From an optimization exercise on the open Yosys and OpenROAD flow, aimed at small area and a short achievable clock period; shortcuts taken in it are not production practice. The RTL was checked by simulation tests, not by an equivalence proof against the original design. No activity file was given, so power comes from the tool's default toggle rates.

==> design.v <==
module beam_topk_sort #(
    parameter int NBEAM_IN = 64,
    parameter int BEAM     = 16,
    parameter int PWR_W    = 32
) (
    input  logic                        i_clk,
    input  logic                        i_reset_n,
    input  logic                        i_pwr_vld,
    input  logic                        i_pwr_sop,
    input  logic [PWR_W-1:0]            i_pwr_data,
    output logic [BEAM-1:0][7:0]        o_beam_idx,
    output logic [BEAM-1:0][PWR_W-1:0]  o_beam_pwr,
    output logic                        o_rbg_load,
    output logic                        o_busy,
    output logic                        o_err_sop
);
    localparam int IW = 6;                        
    localparam logic [IW-1:0] CNT_LAST_C = IW'(NBEAM_IN - 1);
    localparam int HW = PWR_W / 2;               
    logic            collect_r;      
    logic            flush_r;        
    logic [IW-1:0]   last_r;         
    logic            rbg_load_r;
    logic            err_sop_r;
    logic start_s, beam_s, take_s, acc_s;
    assign start_s = i_pwr_vld &  i_pwr_sop;
    assign beam_s  = i_pwr_vld & ~i_pwr_sop;
    assign take_s  = beam_s & collect_r;          
    assign acc_s   = start_s | take_s;            
    always_ff @(posedge i_clk) begin
        if (!i_reset_n) begin
            collect_r  <= 1'b0;
            flush_r    <= 1'b0;
            last_r     <= '0;
            rbg_load_r <= 1'b0;
            err_sop_r  <= 1'b0;
        end else begin
            rbg_load_r <= flush_r;
            err_sop_r  <= (start_s & collect_r) | (beam_s & ~collect_r);
            if (start_s) begin
                collect_r <= 1'b1;
                flush_r   <= 1'b0;
                last_r    <= '0;
            end else if (take_s) begin
                last_r    <= last_r + IW'(1);
                if (last_r == CNT_LAST_C - IW'(1)) begin
                    collect_r <= 1'b0;
                    flush_r   <= 1'b1;
                end else begin
                    flush_r   <= 1'b0;
                end
            end else begin
                flush_r   <= 1'b0;
            end
        end
    end
    logic [BEAM-1:0][PWR_W-1:0] list_pwr_r;
    logic [BEAM-1:0][IW-1:0]    list_idx_r;
    logic [BEAM-1:0]            list_vld_r;   
    logic [PWR_W-1:0]           smp_pwr_r;    
    logic [BEAM-1:0]            hi_gt_r, hi_eq_r, lo_ge_r;
    logic [BEAM-1:0] ge_s;            
    always_comb begin
        for (int i = 0; i < BEAM; i++)
            ge_s[i] = hi_gt_r[i] | (hi_eq_r[i] & lo_ge_r[i]);
    end
    logic [BEAM-1:0][PWR_W-1:0] ins_pwr_s;
    logic [BEAM-1:0][IW-1:0]    ins_idx_s;
    logic [BEAM-1:0]            ins_vld_s;
    for (genvar i = 0; i < BEAM; i++) begin : g_ins
        if (i == 0) begin : g_first
            assign ins_pwr_s[i] = ge_s[i] ? list_pwr_r[i] : smp_pwr_r;
            assign ins_idx_s[i] = ge_s[i] ? list_idx_r[i] : last_r;
        end else begin : g_rest
            beam_topk_ins #(.W(PWR_W + IW)) u_ins (
                .keep (ge_s[i]),
                .take (ge_s[i-1] & ~ge_s[i]),
                .up_s (~ge_s[i-1]),
                .own  ({list_pwr_r[i],   list_idx_r[i]}),
                .smp  ({smp_pwr_r,       last_r}),
                .up   ({list_pwr_r[i-1], list_idx_r[i-1]}),
                .d    ({ins_pwr_s[i],    ins_idx_s[i]})
            );
        end
    end
    always_comb begin
        if (start_s)
            ins_vld_s = '0;
        else if (ge_s[BEAM-1])
            ins_vld_s = list_vld_r;
        else
            ins_vld_s = {list_vld_r[BEAM-2:0], 1'b1};
    end
    logic [BEAM:0]   in_gt_s, in_eq_s, in_ge_s;
    logic [BEAM-1:0] nx_gt_s, nx_eq_s, nx_ge_s;
    always_comb begin
        for (int i = 0; i < BEAM; i++) begin
            in_gt_s[i] = list_pwr_r[i][PWR_W-1:HW] >  i_pwr_data[PWR_W-1:HW];
            in_eq_s[i] = list_pwr_r[i][PWR_W-1:HW] == i_pwr_data[PWR_W-1:HW];
            in_ge_s[i] = list_pwr_r[i][HW-1:0]     >= i_pwr_data[HW-1:0];
        end
        in_gt_s[BEAM] = smp_pwr_r[PWR_W-1:HW] >  i_pwr_data[PWR_W-1:HW];
        in_eq_s[BEAM] = smp_pwr_r[PWR_W-1:HW] == i_pwr_data[PWR_W-1:HW];
        in_ge_s[BEAM] = smp_pwr_r[HW-1:0]     >= i_pwr_data[HW-1:0];
        for (int i = 0; i < BEAM; i++) begin
            if (ge_s[i]) begin
                nx_gt_s[i] = in_gt_s[i];
                nx_eq_s[i] = in_eq_s[i];
                nx_ge_s[i] = in_ge_s[i];
            end else if (i == 0 || ge_s[(i == 0) ? 0 : i-1]) begin
                nx_gt_s[i] = in_gt_s[BEAM];
                nx_eq_s[i] = in_eq_s[BEAM];
                nx_ge_s[i] = in_ge_s[BEAM];
            end else begin
                nx_gt_s[i] = in_gt_s[(i == 0) ? 0 : i-1];
                nx_eq_s[i] = in_eq_s[(i == 0) ? 0 : i-1];
                nx_ge_s[i] = in_ge_s[(i == 0) ? 0 : i-1];
            end
            if (!acc_s) begin
                nx_gt_s[i] = 1'b1;
            end else if (!ins_vld_s[i]) begin
                nx_gt_s[i] = 1'b0;
                nx_eq_s[i] = 1'b0;
            end
        end
    end
    always_ff @(posedge i_clk) begin
        list_pwr_r <= ins_pwr_s;
        list_idx_r <= ins_idx_s;
        list_vld_r <= ins_vld_s;
        smp_pwr_r  <= i_pwr_data;
        hi_gt_r    <= nx_gt_s;
        hi_eq_r    <= nx_eq_s;
        lo_ge_r    <= nx_ge_s;
    end
    logic [BEAM-1:0][IW-1:0]    beam_idx_r, beam_idx_s;
    logic [BEAM-1:0][PWR_W-1:0] beam_pwr_r, beam_pwr_s;
    logic                       out_ld_s, out_hd_s, out_rs_s;
    assign out_ld_s = i_reset_n &  flush_r;
    assign out_hd_s = i_reset_n & ~flush_r;
    assign out_rs_s = ~i_reset_n;
    for (genvar i = 0; i < BEAM; i++) begin : g_out
        for (genvar b = 0; b < PWR_W; b++) begin : g_pwr
            beam_topk_hold0 u_h (.ld(out_ld_s), .hd(out_hd_s),
                                 .n(ins_pwr_s[i][b]), .q(beam_pwr_r[i][b]),
                                 .d(beam_pwr_s[i][b]));
        end
        for (genvar b = 0; b < IW; b++) begin : g_idx
            if (((i >> b) & 1) != 0) begin : g_one
                beam_topk_hold1 u_h (.ld(out_ld_s), .hd(out_hd_s), .rs(out_rs_s),
                                     .n(ins_idx_s[i][b]), .q(beam_idx_r[i][b]),
                                     .d(beam_idx_s[i][b]));
            end else begin : g_zero
                beam_topk_hold0 u_h (.ld(out_ld_s), .hd(out_hd_s),
                                     .n(ins_idx_s[i][b]), .q(beam_idx_r[i][b]),
                                     .d(beam_idx_s[i][b]));
            end
        end
    end
    always_ff @(posedge i_clk) begin
        beam_idx_r <= beam_idx_s;
        beam_pwr_r <= beam_pwr_s;
    end
    always_comb begin
        for (int i = 0; i < BEAM; i++)
            o_beam_idx[i] = {{(8-IW){1'b0}}, beam_idx_r[i]};
    end
    assign o_beam_pwr = beam_pwr_r;
    assign o_rbg_load = rbg_load_r;
    assign o_busy     = collect_r;
    assign o_err_sop  = err_sop_r;
endmodule
module beam_topk_ins #(
    parameter int W = 38
) (
    input  logic         keep,
    input  logic         take,
    input  logic         up_s,
    input  logic [W-1:0] own,
    input  logic [W-1:0] smp,
    input  logic [W-1:0] up,
    output logic [W-1:0] d
);
    assign d = ({W{keep}} & own) | ({W{take}} & smp) | ({W{up_s}} & up);
endmodule
module beam_topk_hold0 (
    input  logic ld,
    input  logic hd,
    input  logic n,
    input  logic q,
    output logic d
);
    assign d = (ld & n) | (hd & q);
endmodule
module beam_topk_hold1 (
    input  logic ld,
    input  logic hd,
    input  logic rs,
    input  logic n,
    input  logic q,
    output logic d
);
    assign d = (ld & n) | (hd & q) | rs;
endmodule
==> flow/run.sh <==
#!/bin/bash
set -euo pipefail
bash standard.sh BUFFER_PORTS_ARGS="-buffer_cell sky130_fd_sc_hd__buf_2" finish > standard_flow.log 2>&1
==> standard.sh <==
#!/bin/bash
# synth_recipe.tcl (not shown) runs the flow's synth.tcl, then flattens the netlist and writes it again
# the make line also repeats each setting of config.mk as NAME=value (left out here)
make -C /OpenROAD-flow-scripts/flow DESIGN_CONFIG=/design/flow/config.mk WORK_HOME=/design/flow/orfs CLKGATE_MAP_FILE= SYNTH_SCRIPT=/design/flow/synth_recipe.tcl "${@:-finish}"
==> config.mk <==
export PLATFORM = sky130hd
export DESIGN_NAME = beam_topk_sort
export DESIGN_NICKNAME = beam_topk_sort
export VERILOG_FILES = /design/flow/design.v
export SDC_FILE = /design/flow/constraint.sdc
export NUM_CORES = 4
export LEC_CHECK = 0
export CAP_MARGIN = 20
export CORE_MARGIN = 2
export CORE_UTILIZATION = 50
export SETUP_SLACK_MARGIN = 1.5
export SLEW_MARGIN = 20
export SYNTH_HIERARCHICAL = 1
==> constraint.sdc <==
create_clock -name core_clock -period 4.0 [get_ports {i_clk}]
set_input_delay 0.8000 -clock core_clock [delete_from_list [all_inputs] [get_ports {i_clk}]]
set_output_delay 0.8000 -clock core_clock [all_outputs]
set_load 0.01 [all_outputs]
==> flow_summary.json, run 1 <==
{
  "seq_area_frac_synth": 0.478,
  "hold_depth": 1,
  "slew_violations": 0,
  "portBuffers": 646,
  "die_w_um": 337,
  "grt_usage": 0.332,
  "ir_drop_mv": 0.517,
  "combPwrFrac": 0.282,
  "design.core.area_um2": 110000,
  "p_leak_nw": 31.4,
  "yosysWarnings": 7,
  "hp-start": "i_pwr_data[2]",
  "die_h_um": 337,
  "status": "no timing/DRC/antenna violations",
  "period_minus_slack_ps": 2510,
  "clockPowerShare": 0.298,
  "setup_tns_ps": 0,
  "rr_startpoint": "smp_pwr_r[19]",
  "areaGrowthSynthToFinish_pct": 18.3,
  "initial_core_util": 0.502,
  "fin_crit_sh": 0.628,
  "antenna_found_initial": 5,
  "layout-drive-gt1-share": 0.190,
  "synth_area_um2": 55300,
  "seq_power_share": 0.419,
  "nets": 6479,
  "crit_chain": "buf_4, clkinvlp_4, buf_4, ha_1, nor2b_1, o211ai_1, a2111oi_0, or4b_1, a211oi_1, a21oi_1",
  "setup_violations": 0,
  "avgRoutedWirePerCell_um": 26.2,
  "power_density_nw_per_um2": 674,
  "intPower_mw": 28.2,
  "io_pins": 679,
  "hold_viol": 0,
  "clk_pin_slew_ps": 60,
  "path_delay_family": "compound AO/OA/AOI/OAI gates",
  "synth_top_area_share": 0.478,
  "slew_headroom": 0.233,
  "clock-sinks": 1322,
  "die_area_um2": 113000,
  "grt.overflow.total": 0,
  "grt_pass1_wl_um": 286000,
  "synthDistinctLibCells": 72,
  "cts_buffers": 142,
  "holdBufCountCts": 0,
  "end_kind": "flop",
  "num_vias": 46900,
  "crit_type": "in2reg",
  "power_mw": 44.1,
  "postLayoutCoreUtil": 0.594,
  "drtIter0Drc": 7198,
  "min_path_type": "in2reg",
  "regToRegSetupSlack_ps": 1510,
  "synth-edff-count": 0,
  "synth.avg_cell_area_um2": 10.8,
  "synthFlopType": "dfxtp_1",
  "slowest_delay_ps": 560,
  "grt_pass1_vias": 44100,
  "antenna_left": 0,
  "place.gp.congestion": 0.946,
  "grt_max_degree": 139,
  "clk_latency_ps": 750,
  "clk_path_buf_depth": 3,
  "netlist_instances": 5145,
  "placementRows": 122,
  "cts_tree": "done",
  "synth_commonest_cells": "dfxtp_1 (1322), inv_1 (664), a22o_1 (577), a222oi_1 (570), ha_1 (546)",
  "r2r-end": "hi_gt_r[15]",
  "drt_wl_total_um": 197000,
  "synth.area.top_cells": "dfxtp_1 (48%), ha_1 (12%), a222oi_1 (10%), a22o_1 (9.1%), inv_1 (4.5%)",
  "worstRegToRegCells": 7,
  "worstHoldEndpoint": "smp_pwr_r[2]",
  "synthArstFlopShare": 0,
  "root_buffer": "clkbuf_16",
  "crit_fanout": 6,
  "startpoint": "i_pwr_data[17]",
  "cp_common_cell": "buf_4",
  "worst-path-buf-inv": 3,
  "grt_setup_unrepaired": "yes",
  "via_per_inst": 6.25,
  "fmax_mhz": 398,
  "worst_path_max_delay_cell": "or4b_1",
  "p_sw_mw": 15.9,
  "dr.pass1.iters": 14,
  "skew_ps": 20.9,
  "htreeDepth": 4,
  "cp.required_ps": 4630,
  "worst_pin_slew_ps": 1150,
  "drv_cap": 0,
  "drt_drc_violations_left": 0,
  "synth_area_leader_cell": "dfxtp_1",
  "crit_path_start_kind": "input port",
  "p_sw_frac": 0.360,
  "dp_hpwl_um": 144000,
  "ys_ff_latch": 1322,
  "cp.arrival_ps": 3140,
  "yosysMostFrequentCell": "dfxtp_1"
}
-- layout make-up --
type / instances / area [um^2]
diodes: 3 / 7.51
clock buffers: 206 / 4210
clock inverters: 45 / 440
fillers: 9573 / 44700
inverters: 668 / 2570
multi-input cells: 2941 / 25000
flip-flops and latches: 1322 / 26500
well taps: 1488 / 1860
repair buffers: 822 / 4880
-- per-stage QoR --
stage               std cells  instance area [um^2]  hold WS [ps]  setup WS, ps
floorplan                5176                 55500           440         -3980
global placement         7192                 60000           447           448
detailed placement       7192                 60000           448           430
CTS                      7464                 65000           111          1490
global route             7493                 65500           146          1410
finish                   7495                 65500           160          1490
-- cells by family after synthesis --
| kind of cell | count (synthesis) | share of synthesized area |
|---|---|---|
| AOI/OAI and AO/OA | 1775 | 0.269 |
| xor gates and xnor gates | 4 | 0.000633 |
| adders and majority gates | 546 | 0.123 |
| buffers and inverters | 917 | 0.0777 |
| DFF | 1322 | 0.478 |
| muxes | 5 | 0.000950 |
| other | 1 | 0.0000678 |
| and+or+nand+nor | 575 | 0.0496 |
-- sequential cells by signal, summed over array words and instances, names as in the netlist --
| signal | flops |
|---|---|
| beam_pwr_r | 512 |
| list_pwr_r | 512 |
| beam_idx_r | 96 |
| list_idx_r | 96 |
| smp_pwr_r | 32 |
| hi_eq_r | 16 |
| hi_gt_r | 16 |
| list_vld_r | 16 |
| lo_ge_r | 16 |
| last_r | 6 |
| collect_r | 1 |
| err_sop_r | 1 |
| flush_r | 1 |
| rbg_load_r | 1 |
-- per-module statistics from Yosys (local to each module, per instance), excerpt --
module / flops+latches / cells / times used
beam_topk_hold1: 0 / 1 / 32
beam_topk_sort: 1322 / 3217 / 1
beam_topk_hold0: 0 / 1 / 576
-- metal layers --
metal	GRT usage	up-vias	share of wire	wire length [um]
met5	0	-	0.00014	27
li1	-	21600	-	-
met4	0.125	4	0.036	7150
met3	0.0556	337	0.086	17000
met1	0.448	22700	0.42	82600
met2	0.534	2234	0.46	90000
-- worst max path at each step --
stage | slack, ps | depth (start not counted) | end
floorplan | -3980 | 3 | beam_idx_r[13]
global placement | 450 | 9 | hi_gt_r[15]
detailed placement | 430 | 8 | hi_gt_r[2]
CTS | 1490 | 8 | hi_gt_r[2]
global route | 1410 | 10 | hi_gt_r[4]
finish | 1490 | 10 | hi_gt_r[4]
-- what timing repair did --
action,4_1_cts,5_1_grt
cloned,2,2
setup endpoints to repair,251,168
pin swaps,3,18
buffers inserted,19,26
resized for setup,48,46
-- cell usage in the layout (no fill, tap or decap), drive strengths merged, types with 32 or more instances in the layout --
cell    instances
dfxtp        1322
buf           822
o21ai         108
a21o           77
nor3           39
nor2           79
a222oi        570
nand3          43
ha            546
a221o          35
conb           32
a22o          577
clkbuf        206
a211oi         45
a21oi         206
inv           660
nand4          76
nand2         262
o211ai         37
-- power groups by stage --
| stage | Combinational [mW] | Clock (mW) | Sequential [mW] |
|---|---|---|---|
| finish | 12.5 | 13.2 | 18.5 |
| global route | 13.8 | 13.9 | 18.7 |
| CTS | 12.1 | 13.3 | 18.4 |
| detailed placement | 12.0 | 0 | 18.7 |
| global placement | 11.7 | 0 | 18.7 |
| floorplan | 8.54 | 0 | 17.5 |
==> run 2: changes to the inputs <==
--- a/config.mk
+++ b/config.mk
@@ -9,4 +9,4 @@
 export CORE_MARGIN = 2
-export CORE_UTILIZATION = 50
-export SETUP_SLACK_MARGIN = 1.5
+export CORE_UTILIZATION = 45
+export SETUP_SLACK_MARGIN = 1.9
 export SLEW_MARGIN = 20
==> flow_summary.json, run 2 <==
{
  "status": "no timing/DRC/antenna violations",
  "areaGrowthSynthToFinish_pct": 25.7,
  "clk_latency_ps": 770,
  "hold_viol": 0,
  "num_vias": 48200,
  "ys_ff_latch": 1322,
  "p_leak_nw": 32.5,
  "reg_top3": "beam_pwr_r: 512 flops, list_pwr_r: 512 flops",
  "cts_tree": "done",
  "die_area_um2": 126000,
  "cp.arrival_ps": 3040,
  "layout-drive-gt1-share": 0.266,
  "placementRows": 128,
  "synthArstFlopShare": 0,
  "synthFlopType": "dfxtp_1",
  "synth_top_area_share": 0.478,
  "placed_cell_area_um2": 60300,
  "synth_commonest_cells": "dfxtp_1 (1322), inv_1 (664), a22o_1 (577), a222oi_1 (570), ha_1 (546)",
  "place.gp.congestion": 0.939,
  "crit_fanout": 4,
  "dr.pass1.iters": 12,
  "portBuffers": 646,
  "drt_drc_violations_left": 0,
  "synthDistinctLibCells": 72,
  "root_buffer": "clkbuf_16",
  "clk_pin_slew_ps": 60,
  "worst_pin_slew_ps": 1160,
  "cp.required_ps": 4680,
  "design.core.area_um2": 122000,
  "slew_headroom": 0.224,
  "die_w_um": 355,
  "setup_violations": 0,
  "whs_ps": 149,
  "io_pins": 679,
  "antenna_found_initial": 8,
  "htreeDepth": 4,
  "synth.area.top_cells": "dfxtp_1 (48%), ha_1 (12%), a222oi_1 (10%), a22o_1 (9.1%), inv_1 (4.5%)",
  "avgRoutedWirePerCell_um": 27.1,
  "synth.avg_cell_area_um2": 10.8,
  "crit_path_start_kind": "input port",
  "grt_usage": 0.313,
  "fin_area_um2": 69500,
  "yosysMostFrequentCell": "dfxtp_1",
  "fillCellCount": 10600,
  "seq_area_frac_synth": 0.478,
  "fin_ws_ps": 1640,
  "synth_area_leader_cell": "dfxtp_1",
  "grt.overflow.total": 0,
  "clk_path_buf_depth": 3,
  "grt_setup_unrepaired": "yes",
  "synth_area_um2": 55300,
  "die_h_um": 355,
  "hp-start": "i_pwr_data[28]",
  "drtIter0Drc": 8253,
  "grt_pass1_vias": 45400,
  "grt_pass1_wl_um": 299000,
  "power_mw": 46.1,
  "most-common-layout-cells": "dfxtp_1 (1125), inv_1 (639), buf_2 (599), a22o_1 (577), a222oi_1 (570)",
  "min_path_type": "in2reg",
  "via_per_inst": 6.21,
  "stdcell_count": 7762,
  "netlist_instances": 5145,
  "crit_type": "in2reg",
  "drt_wl_total_um": 211000,
  "rr_startpoint": "smp_pwr_r[24]",
  "drv_cap": 0,
  "startpoint": "i_pwr_data[17]",
  "dp_hpwl_um": 146000,
  "clock-sinks": 1322,
  "dp.cells": 7337,
  "cts_buffers": 144,
  "ir_drop_mv": 0.423,
  "end_kind": "flop",
  "fmax_mhz": 423,
  "period_minus_slack_ps": 2360,
  "initial_core_util": 0.454,
  "slew_violations": 0,
  "synth-edff-count": 0,
  "antenna_left": 0,
  "power_density_nw_per_um2": 663,
  "yosysWarnings": 7,
  "grt_max_degree": 145,
  "dp_slack_ps": 429,
  "layout_commonest_cell": "dfxtp_1",
  "nets": 6596,
  "fin_crit_sh": 0.590,
  "skew_ps": 34.9
}
[run 2: cell counts after synthesis]
Identical to the previous run, type by type.
[run 2: worst paths after layout]
kind,slack (ps),depth (start not counted),end
max reg2reg,1730,8,hi_gt_r[6]
max,1640,13,hi_gt_r[6]
min reg2reg,460,1,beam_idx_r[14]
min,150,1,smp_pwr_r[28]
[run 2: routing by layer]
metal,GRT usage,part of all wire,vias up
li1,-,-,22000
met1,0.417,0.41,23400
met4,0.133,0.043,4
met5,0,0.00011,-
met3,0.0599,0.091,405
met2,0.497,0.45,2431
[run 2: final cells by class]
type | count | area [um^2] | share of cell area
Antenna cell | 7 | 17.5 | 0.000252
Clock buffer | 211 | 4100 | 0.0590
Clock inverter | 51 | 564 | 0.00812
Inverter | 668 | 2640 | 0.0379
Multi-Input combinational cell | 2954 | 26800 | 0.385
Sequential cell | 1322 | 26800 | 0.386
Tap cell | 1625 | 2030 | 0.0292
Timing Repair Buffer | 924 | 6590 | 0.0948
[run 2: repair_timing]
item / in CTS / in global routing
gates cloned: 15 / 12
pin swaps: 83 / 123
buffers inserted: 81 / 48
hold buffers: 0 / 0
setup endpoints to repair: 1058 / 343
resized for setup: 473 / 277
[run 2: per-module statistics from Yosys, one instance, submodules excluded, excerpt]
module,cell area [um^2],flops+latches
beam_topk_hold0,8.76,0
beam_topk_sort,40700,1322
beam_topk_hold1,10.0,0
[run 2: cell families (layout without fill, tap and decap cells)]
family / after synthesis / count (layout) / synth area share
multiplexers: 5 / 5 / 0.000950
buffers and inverters: 917 / 1854 / 0.0777
AO/OA/AOI/OAI: 1775 / 1784 / 0.269
XOR/XNOR: 4 / 4 / 0.000633
adder cells (fa/ha/maj): 546 / 546 / 0.123
AND/OR/NAND/NOR: 575 / 583 / 0.0496
flip-flops: 1322 / 1322 / 0.478
other: 1 / 39 / 0.0000678
[run 2: critical path, cell delays in order]
cell and delay, ps:
buf_8 80, clkinvlp_4 130, buf_12 160, buf_6 110, ha_4 260, nor2b_4 130, o211ai_1 130, a2111o_1 500
a31oi_4 240, buf_6 170, buf_6 130, nand3_4 70, o211ai_1 120
[run 2: per-stage QoR]
stage	utilization	TNS, ps
finish	0.570	0
CTS	0.553	0
global route	0.570	0
global placement	0.494	0
floorplan	-	-2357030
detailed placement	0.495	0
[run 2: power by group]
part	switching (mW)	total, mW	internal (mW)	leakage [nW]
Combinational	8.53	14.2	5.63	19.3
Sequential	2.89	18.7	15.8	11.0
Clock	5.60	13.2	7.62	2.27
==> run 3: changes to the inputs <==
--- a/config.mk
+++ b/config.mk
@@ -10,3 +10,3 @@
 export CORE_UTILIZATION = 45
-export SETUP_SLACK_MARGIN = 1.9
+export SETUP_SLACK_MARGIN = 1.7
 export SLEW_MARGIN = 20
==> flow_summary.json, run 3 <==
{
  "nets": 6566,
  "synthAdderAreaFrac": 0.123,
  "antenna_found_initial": 7,
  "dp.cells": 7337,
  "root_buffer": "clkbuf_16",
  "muxShareOfSynthArea": 0.000950,
  "htreeDepth": 4,
  "min_path_type": "in2reg",
  "reg_top3": "beam_pwr_r: 512 flops, list_pwr_r: 512 flops",
  "hold_viol": 0,
  "netlist_instances": 5145,
  "fin_ws_ps": 1610,
  "fillCellCount": 10800,
  "areaGrowthSynthToFinish_pct": 22.0,
  "layout_commonest_cell": "dfxtp_1",
  "synth_xor_area_frac": 0.000633,
  "clock-sinks": 1322,
  "regToRegSetupSlack_ps": 1670,
  "setup_violations": 0,
  "synth_area_um2": 55300,
  "ir_drop_mv": 0.427,
  "seq_area_frac_synth": 0.478,
  "period_minus_slack_ps": 2390,
  "clockPowerShare": 0.293,
  "placementRows": 128,
  "num_vias": 47800,
  "crit_fanout": 5,
  "grt_pass1_vias": 44800,
  "dp_hpwl_um": 146000,
  "drtIter0Drc": 7617,
  "clk_pin_slew_ps": 60,
  "synthDistinctLibCells": 72,
  "synthArstFlopShare": 0,
  "synth_top_family_by_area": "compound AO/OA/AOI/OAI gates",
  "drt_drc_violations_left": 0,
  "synth_commonest_cells": "dfxtp_1 (1322), inv_1 (664), a22o_1 (577), a222oi_1 (570), ha_1 (546)",
  "most-common-layout-cells": "dfxtp_1 (1300), inv_1 (646), buf_2 (638), a22o_1 (577), a222oi_1 (570)",
  "yosysMostFrequentCell": "dfxtp_1",
  "worstRegToRegCells": 7,
  "fin_crit_sh": 0.598,
  "slew_violations": 0,
  "drv_cap": 0,
  "crit_end": "hi_gt_r[10]",
  "grt_setup_unrepaired": "yes",
  "p_sw_mw": 16.6,
  "ys_ff_latch": 1322,
  "crit_path_start_kind": "input port",
  "synthSimpleGateAreaFrac": 0.0496,
  "drt_wl_total_um": 206000,
  "r2r-end": "hi_gt_r[10]",
  "clk_latency_ps": 770,
  "p_sw_frac": 0.367,
  "avgRoutedWirePerCell_um": 26.6,
  "p_leak_nw": 32.0,
  "clk_path_buf_depth": 3,
  "slew_headroom": 0.228,
  "grt_usage": 0.307,
  "synth-edff-count": 0,
  "grt.overflow.total": 0,
  "grt_max_degree": 145,
  "synth_top_area_share": 0.478,
  "dp_slack_ps": 429,
  "initial_core_util": 0.454,
  "crit_type": "in2reg",
  "combPwrFrac": 0.295,
  "synth-compound-area-share": 0.269,
  "synth.area.top_cells": "dfxtp_1 (48%), ha_1 (12%), a222oi_1 (10%), a22o_1 (9.1%), inv_1 (4.5%)",
  "via_per_inst": 6.18,
  "synthFlopType": "dfxtp_1",
  "skew_ps": 36.0,
  "yosysWarnings": 7,
  "cp.arrival_ps": 3030,
  "synth.avg_cell_area_um2": 10.8,
  "status": "no timing/DRC/antenna violations",
  "worst_pin_slew_ps": 1160,
  "startpoint": "i_pwr_data[17]",
  "synth_area_leader_cell": "dfxtp_1",
  "die_w_um": 355,
  "grt_pass1_wl_um": 294000,
  "antenna_left": 0,
  "dr.pass1.iters": 12,
  "cts_buffers": 144,
  "intPower_mw": 28.6,
  "rr_startpoint": "list_pwr_r[305]",
  "die_area_um2": 126000,
  "stdcell_count": 7734,
  "layout-drive-gt1-share": 0.217,
  "fmax_mhz": 418,
  "cts_tree": "done",
  "power_density_nw_per_um2": 669,
  "cp.required_ps": 4640,
  "design.core.area_um2": 122000,
  "seq_power_share": 0.412,
  "end_kind": "flop",
  "portBuffers": 646,
  "io_pins": 679,
  "die_h_um": 355,
  "place.gp.congestion": 0.939
}
-- run 3: logic make-up after synthesis --
kind of cell | Yosys count
XOR/XNOR | 4
AO/OA/AOI/OAI | 1775
flip-flops | 1322
other | 1
adder cells (fa/ha/maj) | 546
multiplexers | 5
AND/OR/NAND/NOR | 575
buffers and inverters | 917
-- run 3: routing by layer --
layer,global-route usage,vias up,part of all wire
met4,0.126,6,0.042
met5,0,-,0.00035
li1,-,21900,-
met1,0.409,23100,0.41
met3,0.0592,424,0.089
met2,0.489,2366,0.45
-- run 3: worst min path at each step --
stage	slack, ps	cells past startpoint	startpoint	endpoint
finish	160	1	i_pwr_data[23]	smp_pwr_r[23]
global route	130	1	i_pwr_data[23]	smp_pwr_r[23]
CTS	110	1	i_pwr_data[19]	smp_pwr_r[19]
detailed placement	450	1	beam_pwr_r[329]	beam_pwr_r[329]
global placement	450	1	beam_pwr_r[251]	beam_pwr_r[251]
floorplan	440	2	list_idx_r[1]	list_idx_r[1]
-- run 3: power by group through the flow --
stage | sequential [mW] | combinational, mW | clock (mW)
final | 18.6 | 13.3 | 13.2
after global routing | 18.8 | 14.6 | 14.0
after CTS | 18.5 | 12.4 | 13.4
after detailed placement | 18.7 | 12.1 | 0
after global placement | 18.7 | 11.8 | 0
after floorplan | 17.5 | 8.54 | 0
-- run 3: modules after synthesis, one instance, submodules excluded, a selection --
| module | cells inside | times used | flip-flops and latches | area (um^2) |
|---|---|---|---|---|
| beam_topk_hold0 | 1 | 576 | 0 | 8.76 |
| beam_topk_sort | 3217 | 1 | 1322 | 40700 |
| beam_topk_hold1 | 1 | 32 | 0 | 10.0 |
-- run 3: cell type report --
| cell class | instances | area (um^2) | share of cell area |
|---|---|---|---|
| Sequential cell | 1322 | 26500 | 0.393 |
| Multi-Input combinational cell | 2950 | 25900 | 0.383 |
| Timing Repair Buffer | 898 | 5770 | 0.0855 |
| Clock buffer | 211 | 4100 | 0.0608 |
| Tap cell | 1625 | 2030 | 0.0301 |
| Antenna cell | 9 | 22.5 | 0.000334 |
| Inverter | 668 | 2600 | 0.0385 |
| Clock inverter | 51 | 564 | 0.00836 |
-- run 3: what timing repair did --
| item | CTS | global route |
|---|---|---|
| pin swaps | 18 | 92 |
| setup endpoints to repair | 631 | 317 |
| gates cloned | 8 | 8 |
| setup buffers | 47 | 63 |
| hold buffers | 0 | 0 |
| gates resized for setup | 99 | 205 |
-- run 3: per-stage QoR --
| stage | utilization | TNS, ps | hold WS, ps | power, mW | area (um^2) |
|---|---|---|---|---|---|
| floorplan | - | -2357030 | 440 | 26.0 | 55500 |
| global placement | 0.494 | 0 | 447 | 30.5 | 60200 |
| detailed placement | 0.495 | 0 | 447 | 30.8 | 60300 |
| CTS | 0.541 | 0 | 113 | 44.2 | 65900 |
| global route | 0.554 | 0 | 131 | 47.4 | 67500 |
| finish | 0.554 | 0 | 155 | 45.2 | 67500 |
-- run 3: critical path, cell delays in order --
cell and delay, ps:
buf_8 90, clkinvlp_4 170, buf_8 190, ha_4 230, nor2b_1 130, o211ai_1 360, a2111oi_2 140, or4_4 590
a211oi_4 230, a211oi_2 90
==> run 4: changes to the inputs <==
--- a/config.mk
+++ b/config.mk
@@ -9,4 +9,5 @@
 export CORE_MARGIN = 2
-export CORE_UTILIZATION = 45
-export SETUP_SLACK_MARGIN = 1.7
+export CORE_UTILIZATION = 55
+export CTS_CLUSTER_SIZE = 30
+export SETUP_SLACK_MARGIN = 1.8
 export SLEW_MARGIN = 20
==> flow_summary.json, run 4 <==
{
  "layout_commonest_cell": "dfxtp_1",
  "worst_path_max_delay_cell": "a2111o_1",
  "avgRoutedWirePerCell_um": 26.4,
  "antenna_found_initial": 3,
  "drv_cap": 0,
  "design.core.area_um2": 99900,
  "areaGrowthSynthToFinish_pct": 21.5,
  "seqCellArea_um2": 26500,
  "cts_tree": "done",
  "ir_drop_mv": 0.415,
  "synth.area.top_cells": "dfxtp_1 (48%), ha_1 (12%), a222oi_1 (10%), a22o_1 (9.1%), inv_1 (4.5%)",
  "synth_commonest_cells": "dfxtp_1 (1322), inv_1 (664), a22o_1 (577), a222oi_1 (570), ha_1 (546)",
  "synth_area_leader_cell": "dfxtp_1",
  "clk_latency_ps": 760,
  "status": "no timing/DRC/antenna violations",
  "slew_headroom": 0.261,
  "crit_path_start_kind": "input port",
  "cp.arrival_ps": 2980,
  "rr_startpoint": "smp_pwr_r[18]",
  "postLayoutCoreUtil": 0.673,
  "power_mw": 45.3,
  "grt_usage": 0.357,
  "initial_core_util": 0.554,
  "dr.pass1.iters": 12,
  "nets": 6558,
  "crit_type": "in2reg",
  "clock-sinks": 1322,
  "most-common-layout-cells": "dfxtp_1 (1300), inv_1 (638), buf_2 (638), a22o_1 (577), a222oi_1 (570)",
  "yosysMostFrequentCell": "dfxtp_1",
  "portBuffers": 646,
  "clk_path_buf_depth": 3,
  "slew_violations": 0,
  "drt_wl_total_um": 195000,
  "drtIter0Drc": 8294,
  "skew_ps": 26.0,
  "cp.required_ps": 4660,
  "synth.avg_cell_area_um2": 10.8,
  "whs_ps": 149,
  "io_pins": 679,
  "min_path_type": "in2reg",
  "fillCellCount": 7993,
  "dp_hpwl_um": 139000,
  "clk_pin_slew_ps": 60,
  "slowest_delay_ps": 500,
  "p_leak_nw": 32.1,
  "synthDistinctLibCells": 72,
  "placementRows": 116,
  "worst-path-buf-inv": 5,
  "grt_max_degree": 173,
  "via_per_inst": 6.46,
  "crit_fanout": 4,
  "synth_top_area_share": 0.478,
  "place.gp.congestion": 0.943,
  "num_vias": 47700,
  "htreeDepth": 4,
  "multi_input_area_um2": 25700,
  "cts_buffers": 141,
  "die_h_um": 321,
  "synthFlopType": "dfxtp_1",
  "holdBufCountCts": 0,
  "worst_pin_slew_ps": 1110,
  "synth-edff-count": 0,
  "grt_pass1_vias": 44800,
  "synthArstFlopShare": 0,
  "yosysWarnings": 7,
  "reg_top3": "beam_pwr_r: 512 flops, list_pwr_r: 512 flops",
  "setup_tns_ps": 0,
  "period_minus_slack_ps": 2320,
  "netlist_instances": 5145,
  "path_delay_family": "compound AO/OA/AOI/OAI gates",
  "hold_viol": 0,
  "die_w_um": 321,
  "hp-start": "i_pwr_data[17]",
  "drt_drc_violations_left": 0,
  "crit_chain": "buf_8, clkinvlp_4, buf_6, ha_4, nor2b_1, o211ai_1, a2111o_1, a31oi_4, buf_6, buf_6, a211oi_4, a211oi_2",
  "cp_common_cell": "buf_6",
  "layout-drive-gt1-share": 0.219,
  "fin_crit_sh": 0.579,
  "synth_area_um2": 55300,
  "grt.overflow.total": 0,
  "setup_violations": 0,
  "end_kind": "flop",
  "root_buffer": "clkbuf_16",
  "ys_ff_latch": 1322,
  "fmax_mhz": 432,
  "grt_pass1_wl_um": 283000,
  "seq_area_frac_synth": 0.478,
  "antenna_left": 0,
  "die_area_um2": 103000,
  "startpoint": "i_pwr_data[17]",
  "grt_setup_unrepaired": "yes",
  "power_density_nw_per_um2": 673
}
## run 4: cell type report
type,instances,share of cell area
diodes,1,0.0000372
clock buffers,210,0.0639
clock inverters,42,0.00726
inverters,668,0.0390
multi-input cells,2939,0.383
flip-flops and latches,1322,0.395
well taps,1298,0.0242
repair buffers,904,0.0881
## run 4: what timing repair did
action | CTS | global route
gates cloned | 1 | 4
buffers inserted | 61 | 57
gates resized for setup | 162 | 200
endpoints found under the setup margin | 703 | 315
pin swaps | 38 | 95
## run 4: per-module statistics from Yosys (local to each module, per instance), a selection
module	cell area [um^2]	flops+latches
beam_topk_sort	40700	1322
beam_topk_hold1	10.0	0
beam_topk_hold0	8.76	0
## run 4: report_power, final
group          internal [mW]  switching, mW
sequential              15.8           2.65
combinational           5.17           8.17
clock                   8.01           5.46
total                   29.0           16.3
## run 4: worst reg2reg max path: stages, from the launching register on
cell and delay, ps:
dfxtp_4 430, ha_1 330, o211ai_1 130, a2111o_1 500, a31oi_4 250, buf_6 140
buf_6 100, a211oi_4 50, a211oi_2 250
## run 4: path summary, 6_finish.rpt
check | end | slack (ps) | cells after the start
max | hi_gt_r[2] | 1680 | 12
min | smp_pwr_r[17] | 150 | 1
max reg2reg | hi_gt_r[2] | 1720 | 8
min reg2reg | beam_pwr_r[88] | 460 | 1
## run 4: kinds of logic after synthesis
kind of cell | after synthesis | share of synthesized area
DFF | 1322 | 0.478
buffers and inverters | 917 | 0.0777
and+or+nand+nor | 575 | 0.0496
AOI/OAI and AO/OA | 1775 | 0.269
other | 1 | 0.0000678
muxes | 5 | 0.000950
xor gates and xnor gates | 4 | 0.000633
adders and majority gates | 546 | 0.123
## run 4: metrics by stage
step           std cells  cell area [um^2]  setup slack (ps)
4_1_cts             7322             65800              1660
2_1_floorplan       5176             55500             -3980
5_1_grt             7384             67200              1630
6_report            7384             67200              1680
3_3_place_gp        7008             59800               795
3_5_place_dp        7008             59800               730
## run 4: per-layer routing
layer / track usage / vias up / wire, um
li1: - / 21800 / -
met3: 0.0592 / 435 / 18000
met2: 0.563 / 2514 / 88100
met4: 0.172 / 2 / 9290
met1: 0.477 / 23000 / 79500
met5: 0 / - / 13
==> run 5: changes to the inputs <==
--- a/config.mk
+++ b/config.mk
@@ -9,4 +9,3 @@
 export CORE_MARGIN = 2
-export CORE_UTILIZATION = 55
-export CTS_CLUSTER_SIZE = 30
+export CORE_UTILIZATION = 62
 export SETUP_SLACK_MARGIN = 1.8
==> flow_summary.json, run 5 <==
{
  "grt.overflow.total": 0,
  "combPwrFrac": 0.307,
  "skew_ps": 20.8,
  "clockPowerShare": 0.279,
  "clk_pin_slew_ps": 60,
  "layout-drive-gt1-share": 0.228,
  "crit_chain": "buf_2, clkinvlp_4, buf_4, ha_4, a21oi_1, o21ai_2, nand2b_1, a31oi_4, buf_6, a221o_1, a41o_1",
  "slowest_delay_ps": 350,
  "grt_pass1_vias": 45400,
  "cts_tree": "done",
  "setup_violations": 0,
  "synth.area.top_cells": "dfxtp_1 (48%), ha_1 (12%), a222oi_1 (10%), a22o_1 (9.1%), inv_1 (4.5%)",
  "synth-edff-count": 0,
  "intPower_mw": 28.4,
  "worstRegToRegCells": 9,
  "portBuffers": 646,
  "nets": 6580,
  "synth_commonest_cells": "dfxtp_1 (1322), inv_1 (664), a22o_1 (577), a222oi_1 (570), ha_1 (546)",
  "clock-sinks": 1322,
  "most-common-layout-cells": "dfxtp_1 (1300), inv_1 (638), buf_2 (633), a22o_1 (577), a222oi_1 (570)",
  "io_pins": 679,
  "r2r-end": "hi_gt_r[15]",
  "cp.arrival_ps": 3020,
  "drtIter0Drc": 9108,
  "crit_type": "in2reg",
  "num_vias": 49000,
  "avgRoutedWirePerCell_um": 26.6,
  "period_minus_slack_ps": 2380,
  "holdBufCountCts": 0,
  "via_per_inst": 6.76,
  "clk_latency_ps": 760,
  "dr.pass1.iters": 14,
  "rr_startpoint": "smp_pwr_r[27]",
  "startpoint": "i_pwr_data[27]",
  "areaGrowthSynthToFinish_pct": 22.2,
  "fillCellCount": 6156,
  "p_sw_frac": 0.365,
  "reg_top3": "beam_pwr_r: 512 flops, list_pwr_r: 512 flops",
  "ys_ff_latch": 1322,
  "layout_commonest_cell": "dfxtp_1",
  "grt_setup_unrepaired": "yes",
  "setup_tns_ps": 0,
  "die_w_um": 303,
  "power_mw": 44.7,
  "fin_crit_sh": 0.594,
  "cts_buffers": 135,
  "synth_area_leader_cell": "dfxtp_1",
  "drv_cap": 0,
  "crit_fanout": 7,
  "slew_headroom": 0.236,
  "htreeDepth": 4,
  "dp_slack_ps": 702,
  "worst_path_max_delay_cell": "a221o_1",
  "placed_cell_area_um2": 59700,
  "seq_area_frac_synth": 0.478,
  "p_sw_mw": 16.4,
  "synth_top_area_share": 0.478,
  "grt_pass1_wl_um": 280000,
  "grt_max_degree": 188,
  "yosysMostFrequentCell": "dfxtp_1",
  "die_area_um2": 91600,
  "grt_usage": 0.396,
  "place.gp.congestion": 0.981,
  "seq_power_share": 0.414,
  "antenna_found_initial": 2,
  "initial_core_util": 0.626,
  "synth_area_um2": 55300,
  "drt_drc_violations_left": 0,
  "die_h_um": 303,
  "drt_wl_total_um": 193000,
  "design.core.area_um2": 88400,
  "slew_violations": 0,
  "min_path_type": "in2reg",
  "ir_drop_mv": 0.599,
  "clk_path_buf_depth": 3,
  "p_leak_nw": 32.1,
  "synthArstFlopShare": 0,
  "crit_path_start_kind": "input port",
  "regToRegSetupSlack_ps": 1700,
  "synthDistinctLibCells": 72,
  "synthFlopType": "dfxtp_1",
  "whs_ps": 153,
  "antenna_left": 0,
  "placementRows": 109,
  "netlist_instances": 5145,
  "dp_hpwl_um": 134000,
  "worst_pin_slew_ps": 1140,
  "fmax_mhz": 421,
  "status": "no timing/DRC/antenna violations",
  "end_kind": "flop",
  "power_density_nw_per_um2": 662,
  "root_buffer": "clkbuf_16",
  "crit_end": "hi_gt_r[15]",
  "fin_area_um2": 67600,
  "yosysWarnings": 7,
  "fin_ws_ps": 1620,
  "cp.required_ps": 4640,
  "hold_viol": 0,
  "synth.avg_cell_area_um2": 10.8
}
-- run 5: how the worst min path moves through the flow --
stage                    start  cells past startpoint  slack (ps)               to
2_1_floorplan    list_idx_r[1]                      2         440    list_idx_r[1]
3_3_place_gp   beam_pwr_r[252]                      1         450  beam_pwr_r[252]
3_5_place_dp   beam_pwr_r[489]                      1         450  beam_pwr_r[489]
4_1_cts         i_pwr_data[26]                      1         140    smp_pwr_r[26]
5_1_grt         i_pwr_data[26]                      1         140    smp_pwr_r[26]
6_report        i_pwr_data[17]                      1         150    smp_pwr_r[17]
-- run 5: metrics by stage --
stage,util,instances
after global routing,0.765,7260
after global placement,0.675,6881
after detailed placement,0.675,6881
after CTS,0.747,7220
after floorplan,-,5176
final,0.765,7260
-- run 5: layout make-up --
| type | instances | area [um^2] | area share |
|---|---|---|---|
| flip-flops and latches | 1322 | 26500 | 0.392 |
| multi-input cells | 2938 | 26200 | 0.388 |
| repair buffers | 932 | 6410 | 0.0948 |
| clock buffers | 192 | 3960 | 0.0586 |
| inverters | 668 | 2620 | 0.0388 |
| well taps | 1165 | 1460 | 0.0216 |
| clock inverters | 41 | 365 | 0.00541 |
| repair inverters | 1 | 7.51 | 0.000111 |
| diodes | 1 | 2.50 | 0.0000370 |
-- run 5: worst max-delay path: cells and delay by family --
family | cells | cell delay [ps]
AND/OR/NAND/NOR | 1 | 170
buffers and inverters | 4 | 630
AO/OA/AOI/OAI | 5 | 1160
adder cells (fa/ha/maj) | 1 | 250
-- run 5: routing by layer --
layer  vias up  wire length [um]  track usage  share of wire
li1      21800                 -            -              -
met5         -                 0            0              0
met3       604             21400       0.0678           0.11
met2      3306             86500        0.616           0.45
met1     23300             74000        0.527           0.38
met4         0             11400        0.209          0.059
-- run 5: kinds of logic (layout without fill, tap and decap cells) --
family / after synthesis / after routing / share of synthesized area
buffers and inverters: 917 / 1834 / 0.0777
AND/OR/NAND/NOR: 575 / 575 / 0.0496
adder cells (fa/ha/maj): 546 / 546 / 0.123
XOR/XNOR: 4 / 4 / 0.000633
AO/OA/AOI/OAI: 1775 / 1776 / 0.269
other: 1 / 33 / 0.0000678
flip-flops: 1322 / 1322 / 0.478
multiplexers: 5 / 5 / 0.000950
-- run 5: Yosys stat by module (local to each module, per instance), excerpt --
module | flip-flops and latches | cells | cell area [um^2] | times used
beam_topk_hold1 | 0 | 1 | 10.0 | 32
beam_topk_sort | 1322 | 3217 | 40700 | 1
beam_topk_hold0 | 0 | 1 | 8.76 | 576
-- run 5: power groups by stage --
stage | Combinational [mW] | Sequential, mW | Clock [mW]
6_report | 13.7 | 18.5 | 12.5
5_1_grt | 14.8 | 18.7 | 13.0
3_5_place_dp | 11.9 | 18.5 | 0
3_3_place_gp | 11.5 | 18.5 | 0
2_1_floorplan | 8.54 | 17.5 | 0
4_1_cts | 12.4 | 18.3 | 12.5
-- run 5: timing repair --
item | CTS | global route
cloned | 2 | 4
endpoints found under the setup margin | 685 | 318
pin swaps | 56 | 87
hold endpoints to repair | 0 | 0
resized for setup | 224 | 246
buffers inserted | 104 | 35
==> run 6: changes to the inputs <==
--- a/config.mk
+++ b/config.mk
@@ -9,3 +9,3 @@
 export CORE_MARGIN = 2
-export CORE_UTILIZATION = 62
+export CORE_UTILIZATION = 55
 export SETUP_SLACK_MARGIN = 1.8
@@ -13 +13,2 @@
 export SYNTH_HIERARCHICAL = 1
+export TNS_END_PERCENT = 5
==> flow_summary.json, run 6 <==
{
  "htreeDepth": 4,
  "antenna_left": 0,
  "synth.avg_cell_area_um2": 10.8,
  "grt_pass1_wl_um": 285000,
  "crit_path_start_kind": "input port",
  "drtIter0Drc": 8012,
  "stdcell_count": 7321,
  "cp.required_ps": 4690,
  "dp_hpwl_um": 139000,
  "clock-sinks": 1322,
  "seq_area_frac_synth": 0.478,
  "via_per_inst": 6.51,
  "cp_common_cell": "buf_4",
  "slew_violations": 0,
  "ir_drop_mv": 0.401,
  "reg_top3": "beam_pwr_r: 512 flops, list_pwr_r: 512 flops",
  "synth_area_leader_cell": "dfxtp_1",
  "startpoint": "i_pwr_data[27]",
  "dr.pass1.iters": 17,
  "antenna_found_initial": 7,
  "p_leak_nw": 31.6,
  "root_buffer": "clkbuf_16",
  "setup_tns_ps": 0,
  "crit_chain": "buf_4, clkinvlp_4, buf_4, ha_1, nand4_1, or2_4, nor3_1, mux2_1, a21oi_1, nor2_1",
  "drv_cap": 0,
  "setup_violations": 0,
  "skew_ps": 21.6,
  "drt_drc_violations_left": 0,
  "placed_cell_area_um2": 59700,
  "clk_latency_ps": 760,
  "synthFlopType": "dfxtp_1",
  "status": "no timing/DRC/antenna violations",
  "holdBufCountCts": 0,
  "worstHoldEndpoint": "smp_pwr_r[25]",
  "slew_headroom": 0.227,
  "period_minus_slack_ps": 2390,
  "dp.cells": 7002,
  "fin_ws_ps": 1610,
  "initial_core_util": 0.554,
  "hold_viol": 0,
  "fin_area_um2": 65900,
  "crit_fanout": 4,
  "slowest_delay_ps": 520,
  "grt.overflow.total": 0,
  "design.core.area_um2": 99900,
  "die_h_um": 321,
  "grt_max_degree": 136,
  "fmax_mhz": 418,
  "crit_type": "in2reg",
  "io_pins": 679,
  "worst_pin_slew_ps": 1160,
  "place.gp.congestion": 0.950,
  "cts_tree": "done",
  "layout-drive-gt1-share": 0.200,
  "fin_crit_sh": 0.599,
  "r2r-end": "hi_gt_r[4]",
  "cp.arrival_ps": 3080,
  "synth_top_area_share": 0.478,
  "die_area_um2": 103000,
  "power_density_nw_per_um2": 673,
  "yosysMostFrequentCell": "dfxtp_1",
  "synth_commonest_cells": "dfxtp_1 (1322), inv_1 (664), a22o_1 (577), a222oi_1 (570), ha_1 (546)",
  "yosysWarnings": 7,
  "synth_area_um2": 55300,
  "clk_path_buf_depth": 3,
  "end_kind": "flop",
  "worst_path_max_delay_cell": "nor3_1",
  "grt_pass1_vias": 44400,
  "hold_depth": 1,
  "placementRows": 116,
  "hp-start": "i_pwr_data[25]",
  "grt_usage": 0.360,
  "synthDistinctLibCells": 72,
  "regToRegSetupSlack_ps": 1660,
  "cts_buffers": 138,
  "netlist_instances": 5145,
  "synth-edff-count": 0,
  "die_w_um": 321,
  "synthArstFlopShare": 0,
  "dp_slack_ps": 738,
  "worstRegToRegCells": 7,
  "synth.area.top_cells": "dfxtp_1 (48%), ha_1 (12%), a222oi_1 (10%), a22o_1 (9.1%), inv_1 (4.5%)",
  "grt_setup_unrepaired": "yes",
  "min_path_type": "in2reg",
  "avgRoutedWirePerCell_um": 26.5,
  "nets": 6497,
  "ys_ff_latch": 1322,
  "fillCellCount": 8124,
  "rr_startpoint": "list_pwr_r[113]",
  "areaGrowthSynthToFinish_pct": 19.2,
  "clk_pin_slew_ps": 60,
  "layout_commonest_cell": "dfxtp_1",
  "portBuffers": 646,
  "drt_wl_total_um": 194000,
  "num_vias": 47700,
  "most-common-layout-cells": "dfxtp_1 (1296), inv_1 (654), buf_2 (644), a22o_1 (577), a222oi_1 (570)"
}
[run 6: changes by cell type in the layout (fill, tap and decap cells not counted), moves of 12 or more]
cell / previous run / this run
buf_6: 45 / 27
ha_4: 63 / 13
o21ai_0: 65 / 83
buf_4: 180 / 144
ha_1: 482 / 533
clkinvlp_4: 29 / 13
buf_12: 47 / 19
inv_1: 638 / 654
buf_8: 22 / 5
o21ai_1: 36 / 22
a2111oi_0: 8 / 27
a211oi_1: 13 / 25
[run 6: repair_timing]
item,4_1_cts,5_1_grt
resized for setup,138,73
cloned,6,3
pin swaps,51,15
buffers inserted,45,16
setup endpoints to repair,894,730
[run 6: stage by stage]
stage	hold WS, ps	util	power, mW
after global routing	135	0.660	46.5
after global placement	447	0.598	30.2
after floorplan	440	-	26.0
after CTS	118	0.655	43.8
after detailed placement	447	0.598	30.4
final	150	0.660	44.4
[run 6: area by class of cell]
type | count | area, um^2 | share of cell area
sequential | 1322 | 26500 | 0.403
clock buffer | 204 | 4140 | 0.0627
clock inverter | 43 | 512 | 0.00776
antenna | 1 | 2.50 | 0.0000380
tap | 1298 | 1620 | 0.0246
inverter | 668 | 2560 | 0.0389
timing repair buffer | 841 | 5120 | 0.0776
multi-input combinational | 2944 | 25400 | 0.386
[run 6: metal layers]
layer | GRT usage | wire, um | vias to the layer above
li1 | - | - | 21700
met1 | 0.488 | 79600 | 23000
met2 | 0.572 | 88100 | 2570
met3 | 0.0558 | 18300 | 362
met4 | 0.151 | 7650 | 6
met5 | 0 | 31 | -
[run 6: logic make-up (layout without fill, tap and decap cells)]
family | after synthesis | after routing | share of synthesized area
muxes | 5 | 5 | 0.000950
buffers and inverters | 917 | 1756 | 0.0777
other | 1 | 33 | 0.0000678
and+or+nand+nor | 575 | 578 | 0.0496
AOI/OAI and AO/OA | 1775 | 1779 | 0.269
DFF | 1322 | 1322 | 0.478
xor gates and xnor gates | 4 | 4 | 0.000633
adders and majority gates | 546 | 546 | 0.123
[run 6: modules after synthesis, one instance, submodules excluded, a selection]
module / area [um^2] / times used / cells inside / flip-flops and latches
beam_topk_hold0: 8.76 / 576 / 1 / 0
beam_topk_hold1: 10.0 / 32 / 1 / 0
beam_topk_sort: 40700 / 1 / 3217 / 1322
[run 6: critical path, delay by kind of cell]
kind            cells  cell delay [ps]
simple gates        4             1180
buf+inv             3              490
fa+ha+maj           1              320
mux                 1              220
compound gates      1               60
[run 6: how the worst max path moves through the flow]
stage	endpoint	slack (ps)	depth (start not counted)
6_report	hi_eq_r[1]	1610	10
3_5_place_dp	hi_gt_r[8]	740	11
2_1_floorplan	beam_idx_r[13]	-3980	3
4_1_cts	beam_pwr_r[377]	1540	7
5_1_grt	hi_gt_r[4]	1580	9
3_3_place_gp	hi_gt_r[8]	720	11
[run 6: power by group]
group          leakage [nW]  switching [mW]  internal, mW
Clock                  2.28            5.42          7.76
Sequential             10.9            2.67          15.8
Combinational          18.5            7.83          4.92
Total                  31.6            15.9          28.5
==> run 7: changes to the inputs <==
--- a/config.mk
+++ b/config.mk
@@ -13,2 +13 @@
 export SYNTH_HIERARCHICAL = 1
-export TNS_END_PERCENT = 5
==> flow_summary.json, run 7 <==
{
  "status": "no timing/DRC/antenna violations",
  "reg_top3": "beam_pwr_r: 512 flops, list_pwr_r: 512 flops",
  "synth_top_area_share": 0.478,
  "synth_commonest_cells": "dfxtp_1 (1322), inv_1 (664), a22o_1 (577), a222oi_1 (570), ha_1 (546)",
  "drtIter0Drc": 8294,
  "initial_core_util": 0.554,
  "synthFlopType": "dfxtp_1",
  "skew_ps": 26.0,
  "cp.arrival_ps": 2980,
  "root_buffer": "clkbuf_16",
  "die_h_um": 321,
  "slew_violations": 0,
  "setup_tns_ps": 0,
  "min_path_type": "in2reg",
  "cp.required_ps": 4660,
  "nets": 6558,
  "grt.overflow.total": 0,
  "htreeDepth": 4,
  "ir_drop_mv": 0.415,
  "grt_pass1_vias": 44800,
  "placementRows": 116,
  "grt_max_degree": 173,
  "layout-drive-gt1-share": 0.219,
  "areaGrowthSynthToFinish_pct": 21.5,
  "synthDistinctLibCells": 72,
  "clk_path_buf_depth": 3,
  "worstRegToRegCells": 8,
  "drv_cap": 0,
  "num_vias": 47700,
  "power_density_nw_per_um2": 673,
  "cts_tree": "done",
  "synthArstFlopShare": 0,
  "holdBufCountCts": 0,
  "stdcell_count": 7384,
  "p_leak_nw": 32.1,
  "hold_viol": 0,
  "setup_violations": 0,
  "drt_drc_violations_left": 0,
  "crit_path_start_kind": "input port",
  "clk_pin_slew_ps": 60,
  "cts_buffers": 141,
  "dp_hpwl_um": 139000,
  "layout_commonest_cell": "dfxtp_1",
  "seq_area_frac_synth": 0.478,
  "crit_type": "in2reg",
  "yosysMostFrequentCell": "dfxtp_1",
  "dr.pass1.iters": 12,
  "synth.avg_cell_area_um2": 10.8,
  "antenna_left": 0,
  "die_area_um2": 103000,
  "grt_pass1_wl_um": 283000,
  "design.core.area_um2": 99900,
  "end_kind": "flop",
  "hold_depth": 1,
  "synth_area_um2": 55300,
  "netlist_instances": 5145,
  "synth_area_leader_cell": "dfxtp_1",
  "yosysWarnings": 7,
  "via_per_inst": 6.46,
  "ys_ff_latch": 1322,
  "slew_headroom": 0.261,
  "antenna_found_initial": 3,
  "portBuffers": 646,
  "grt_setup_unrepaired": "yes",
  "regToRegSetupSlack_ps": 1720,
  "fmax_mhz": 432,
  "synth-edff-count": 0,
  "io_pins": 679,
  "fin_crit_sh": 0.579,
  "grt_usage": 0.357,
  "clk_latency_ps": 760,
  "dp.cells": 7008,
  "period_minus_slack_ps": 2320,
  "die_w_um": 321,
  "place.gp.congestion": 0.943,
  "drt_wl_total_um": 195000,
  "synth.area.top_cells": "dfxtp_1 (48%), ha_1 (12%), a222oi_1 (10%), a22o_1 (9.1%), inv_1 (4.5%)",
  "most-common-layout-cells": "dfxtp_1 (1300), inv_1 (638), buf_2 (638), a22o_1 (577), a222oi_1 (570)",
  "crit_fanout": 4,
  "worst_pin_slew_ps": 1110,
  "clock-sinks": 1322,
  "avgRoutedWirePerCell_um": 26.4
}
==> run 7: cell counts after synthesis <==
Identical to the previous run, type by type.
==> run 7: area by class of cell <==
cell class,count,area [um^2]
Multi-Input combinational cell,2939,25700
Clock inverter,42,488
Tap cell,1298,1620
Inverter,668,2620
Clock buffer,210,4290
Timing Repair Buffer,904,5920
Sequential cell,1322,26500
Antenna cell,1,2.50
Fill cell,7993,32600
==> run 7: timing repair <==
action                                  4_1_cts  5_1_grt
buffers inserted                             61       57
pin swaps                                    38       95
gates resized for setup                     162      200
endpoints found under the setup margin      703      315
gates cloned                                  1        4
==> run 7: layer usage <==
layer	wire, um	track usage	up-vias
met5	13	0	-
met4	9290	0.172	2
met3	18000	0.0592	435
met2	88100	0.563	2514
met1	79500	0.477	23000
li1	-	-	21800
==> run 7: cells by family after synthesis <==
logic type / synth area share
xor gates and xnor gates: 0.000633
adders and majority gates: 0.123
AOI/OAI and AO/OA: 0.269
muxes: 0.000950
buffers and inverters: 0.0777
and+or+nand+nor: 0.0496
DFF: 0.478
other: 0.0000678
==> run 7: modules after synthesis, one instance, submodules excluded, a selection <==
module | cell area (um^2) | times used
beam_topk_hold1 | 10.0 | 32
beam_topk_hold0 | 8.76 | 576
beam_topk_sort | 40700 | 1
==> run 7: where the power goes <==
group          total (mW)  switching, mW  leakage [nW]  internal [mW]
combinational        13.3           8.17          18.8           5.17
clock                13.5           5.46          2.36           8.01
sequential           18.4           2.65          10.9           15.8
total                45.3           16.3          32.1           29.0
==> run 7: critical path, cell delays in order <==
cell,delay (ps)
buf_8,80
clkinvlp_4,140
buf_6,160
ha_4,250
nor2b_1,110
o211ai_1,130
a2111o_1,500
a31oi_4,250
buf_6,140
buf_6,100
a211oi_4,50
a211oi_2,250
==> run 7: stage by stage <==
stage	hold slack, ps	utilization	setup WS (ps)	instance area (um^2)	total power, mW
3_3_place_gp	447	0.598	795	59800	30.3
5_1_grt	132	0.673	1630	67200	47.3
2_1_floorplan	440	-	-3980	55500	26.0
6_report	149	0.673	1680	67200	45.3
4_1_cts	137	0.659	1660	65800	44.2
3_5_place_dp	448	0.598	730	59800	30.5
==> run 7: worst paths after layout <==
| kind | start | endpoint |
|---|---|---|
| max | i_pwr_data[17] | hi_gt_r[2] |
| min | i_pwr_data[17] | smp_pwr_r[17] |
| max reg2reg | smp_pwr_r[18] | hi_gt_r[2] |
| min reg2reg | beam_pwr_r[88] | beam_pwr_r[88] |
==> run 8: changes to the inputs <==
--- a/design.v
+++ b/design.v
@@ -61,2 +61,3 @@
     logic [BEAM-1:0]            hi_gt_r, hi_eq_r, lo_ge_r;
+    logic                       smp_acc_r;    
     logic [BEAM-1:0] ge_s;            
@@ -64,3 +65,4 @@
         for (int i = 0; i < BEAM; i++)
-            ge_s[i] = hi_gt_r[i] | (hi_eq_r[i] & lo_ge_r[i]);
+            ge_s[i] = ~smp_acc_r |
+                      (list_vld_r[i] & (hi_gt_r[i] | (hi_eq_r[i] & lo_ge_r[i])));
     end
@@ -118,8 +120,2 @@
             end
-            if (!acc_s) begin
-                nx_gt_s[i] = 1'b1;
-            end else if (!ins_vld_s[i]) begin
-                nx_gt_s[i] = 1'b0;
-                nx_eq_s[i] = 1'b0;
-            end
         end
@@ -131,2 +127,3 @@
         smp_pwr_r  <= i_pwr_data;
+        smp_acc_r  <= acc_s;
         hi_gt_r    <= nx_gt_s;
==> flow_summary.json, run 8 <==
{
  "status": "no timing/DRC/antenna violations",
  "power_mw": 40.4,
  "crit_type": "reg2reg",
  "period_minus_slack_ps": 2300,
  "drt_drc_violations_left": 0,
  "most-common-layout-cells": "dfxtp_1 (1279), buf_2 (633), inv_1 (622), a22o_1 (576), a222oi_1 (570)",
  "clk_path_buf_depth": 3,
  "placementRows": 116,
  "regToRegSetupSlack_ps": 1700,
  "place.gp.congestion": 0.925,
  "cts_buffers": 140,
  "holdBufCountCts": 0,
  "clock-sinks": 1323,
  "crit_end": "hi_gt_r[15]",
  "synth.avg_cell_area_um2": 10.7,
  "dp_hpwl_um": 139000,
  "fin_area_um2": 69600,
  "dr.pass1.iters": 13,
  "synth.area.top_cells": "dfxtp_1 (48%), ha_1 (12%), a222oi_1 (10%), a22o_1 (9.1%), inv_1 (4.5%)",
  "dp_slack_ps": 677,
  "drtIter0Drc": 7896,
  "cp.arrival_ps": 2930,
  "cp.required_ps": 4630,
  "yosysMostFrequentCell": "dfxtp_1",
  "synth_area_um2": 55200,
  "grt_pass1_wl_um": 280000,
  "yosysWarnings": 7,
  "fin_crit_sh": 0.574,
  "skew_ps": 24.3,
  "via_per_inst": 6.40,
  "stdcell_count": 7507,
  "synth_top_area_share": 0.480,
  "seq_area_frac_synth": 0.480,
  "slew_violations": 0,
  "end_kind": "flop",
  "reg_top3": "beam_pwr_r: 512 flops, list_pwr_r: 512 flops",
  "ys_ff_latch": 1323,
  "areaGrowthSynthToFinish_pct": 26.0,
  "synthDistinctLibCells": 62,
  "initial_core_util": 0.553,
  "setup_violations": 0,
  "placed_cell_area_um2": 60000,
  "grt_setup_unrepaired": "yes",
  "drt_wl_total_um": 197000,
  "min_path_type": "in2reg",
  "die_h_um": 321,
  "hold_viol": 0,
  "rr_startpoint": "smp_pwr_r[23]",
  "r2r-end": "hi_gt_r[15]",
  "clk_pin_slew_ps": 60,
  "antenna_found_initial": 7,
  "crit_fanout": 8,
  "drv_cap": 0,
  "grt.overflow.total": 0,
  "synthFlopType": "dfxtp_1",
  "avgRoutedWirePerCell_um": 26.2,
  "antenna_left": 0,
  "htreeDepth": 4,
  "p_leak_nw": 34.6,
  "synth_area_leader_cell": "dfxtp_1",
  "startpoint": "smp_pwr_r[23]",
  "synth_commonest_cells": "dfxtp_1 (1323), inv_1 (658), a22o_1 (576), a222oi_1 (570), ha_1 (546)",
  "crit_path_start_kind": "flop",
  "portBuffers": 646,
  "seqCellArea_um2": 26600,
  "fin_ws_ps": 1700,
  "fillCellCount": 7576,
  "power_density_nw_per_um2": 581,
  "worstRegToRegCells": 7,
  "multi_input_area_um2": 26700,
  "dp.cells": 7066,
  "root_buffer": "clkbuf_16",
  "clk_latency_ps": 760,
  "design.core.area_um2": 99900,
  "fmax_mhz": 435,
  "postLayoutCoreUtil": 0.697,
  "die_w_um": 321,
  "grt_pass1_vias": 44700,
  "netlist_instances": 5161,
  "io_pins": 679,
  "grt_usage": 0.354,
  "ir_drop_mv": 0.370,
  "layout_commonest_cell": "dfxtp_1",
  "slew_headroom": 0.233,
  "layout-drive-gt1-share": 0.255,
  "worst_pin_slew_ps": 1150,
  "die_area_um2": 103000,
  "num_vias": 48100,
  "cts_tree": "done",
  "grt_max_degree": 161,
  "synth-edff-count": 0,
  "synthArstFlopShare": 0,
  "nets": 6683
}
run 8: cell count changes in the layout (fill, tap and decap cells not counted), moves of 19 or more:
cell      before   now
a21oi_2        9    35
dfxtp_2       12    39
o211ai_1      37     6
a211oi_2      27     6
ha_4          29    71
buf_12        39    71
a221o_1       35    57
ha_1         517   473
buf_4        181   224
nand2_2        4    23
nand2b_1       2    32
dfxtp_1     1300  1279
o21ai_1       39    10
nor3_1        38    10
run 8: kinds of logic (layout without fill, tap and decap cells):
kind of cell             count (synthesis)  count (layout)  synth area share
adder cells (fa/ha/maj)                546             546             0.124
AND/OR/NAND/NOR                        682             684            0.0595
other                                    1              33         0.0000679
buffers and inverters                  895            1908            0.0765
flip-flops                            1323            1323             0.480
XOR/XNOR                                 6               6          0.000952
AO/OA/AOI/OAI                         1705            1706             0.259
multiplexers                             3               3          0.000544
run 8: through the flow:
stage          hold WS [ps]  setup TNS (ps)
2_1_floorplan           440        -2549370
3_3_place_gp            447               0
3_5_place_dp            448               0
4_1_cts                 151               0
5_1_grt                 144               0
6_report                160               0
run 8: report_power, final:
group / total (mW) / internal, mW / switching [mW]
Clock: 13.5 / 8.03 / 5.49
Sequential: 17.2 / 15.2 / 2.01
Combinational: 9.72 / 4.14 / 5.58
Total: 40.4 / 27.3 / 13.1
run 8: worst min path at each step:
stage               slack [ps]              end       startpoint  cells after the start
finish                     160    smp_pwr_r[13]   i_pwr_data[13]                      1
global route               140     smp_pwr_r[7]    i_pwr_data[7]                      1
CTS                        150    smp_pwr_r[11]   i_pwr_data[11]                      1
detailed placement         450   beam_pwr_r[20]   beam_pwr_r[20]                      1
floorplan                  440    list_idx_r[1]    list_idx_r[1]                      2
global placement           450  beam_pwr_r[331]  beam_pwr_r[331]                      1
run 8: Yosys stat by module (local to each module, per instance), a selection:
module           cells  times used
beam_topk_sort    3233           1
beam_topk_hold1      1          32
beam_topk_hold0      1         576
run 8: cell type report:
type	instances	share of cell area
well taps	1298	0.0233
multi-input cells	2977	0.383
diodes	1	0.0000360
clock buffers	199	0.0599
clock inverters	50	0.00877
repair buffers	998	0.105
repair inverters	2	0.000180
flip-flops and latches	1323	0.382
inverters	659	0.0373
run 8: worst max-delay path, stage by stage (launching register included):
cell and delay [ps]:
dfxtp_1 490, ha_4 260, a21oi_1 130, o21ai_0 100, a221o_1 450, a211o_4 450, a32oi_1 210, o2bb2ai_1 80
run 8: repair_timing:
item,4_1_cts,5_1_grt
setup endpoints to repair,1113,289
resized for setup,230,340
buffers inserted,79,91
gates cloned,9,12
pin swaps,36,143
run 8: per-layer routing:
metal | vias to the layer above | global-route usage | part of all wire
met5 | - | 0 | 0.000036
met4 | 2 | 0.151 | 0.043
met3 | 411 | 0.0705 | 0.095
met2 | 2478 | 0.560 | 0.46
met1 | 23300 | 0.472 | 0.41
li1 | 21900 | - | -

-- separate check: timing with driven ports --
Ports are ideal in the flow. The routed layouts listed here were re-timed in OpenROAD. Step 1 (the two cells are an assumption about what drives the block):
set clk [get_ports {i_clk}]
set_driving_cell -lib_cell sky130_fd_sc_hd__clkbuf_16 $clk
set_driving_cell -lib_cell sky130_fd_sc_hd__buf_2 [delete_from_list [all_inputs] $clk]
Step 2, shift: input delay + t, output delay - t, t = (earliest + latest rising clock arrival at the registers) / 2. This alone moves slack from input paths to output paths. a / b / c = no drivers / after step 1 / after step 2; a / b = the first two.
run	t, ns	setup slack, ns	worst setup path at the end	clock arrival spread, ns
run 1	0.819	1.489 / 1.515 / 0.704	input to register	0.024 / 0.024
run 2	0.831	1.638 / 1.657 / 0.826	input to register	0.037 / 0.037
run 3	0.831	1.606 / 1.624 / 0.792	input to register	0.037 / 0.037
run 4	0.824	1.684 / 1.672 / 0.848	input to register	0.026 / 0.026
run 5	0.824	1.624 / 1.647 / 0.824	input to register	0.024 / 0.025
run 6	0.827	1.605 / 1.639 / 0.812	input to register	0.023 / 0.023
run 7	0.824	1.684 / 1.672 / 0.848	input to register	0.026 / 0.026
run 8	0.829	1.702 / 1.702 / 0.944	input to register	0.024 / 0.024
After both steps setup and hold are still met in every run listed.
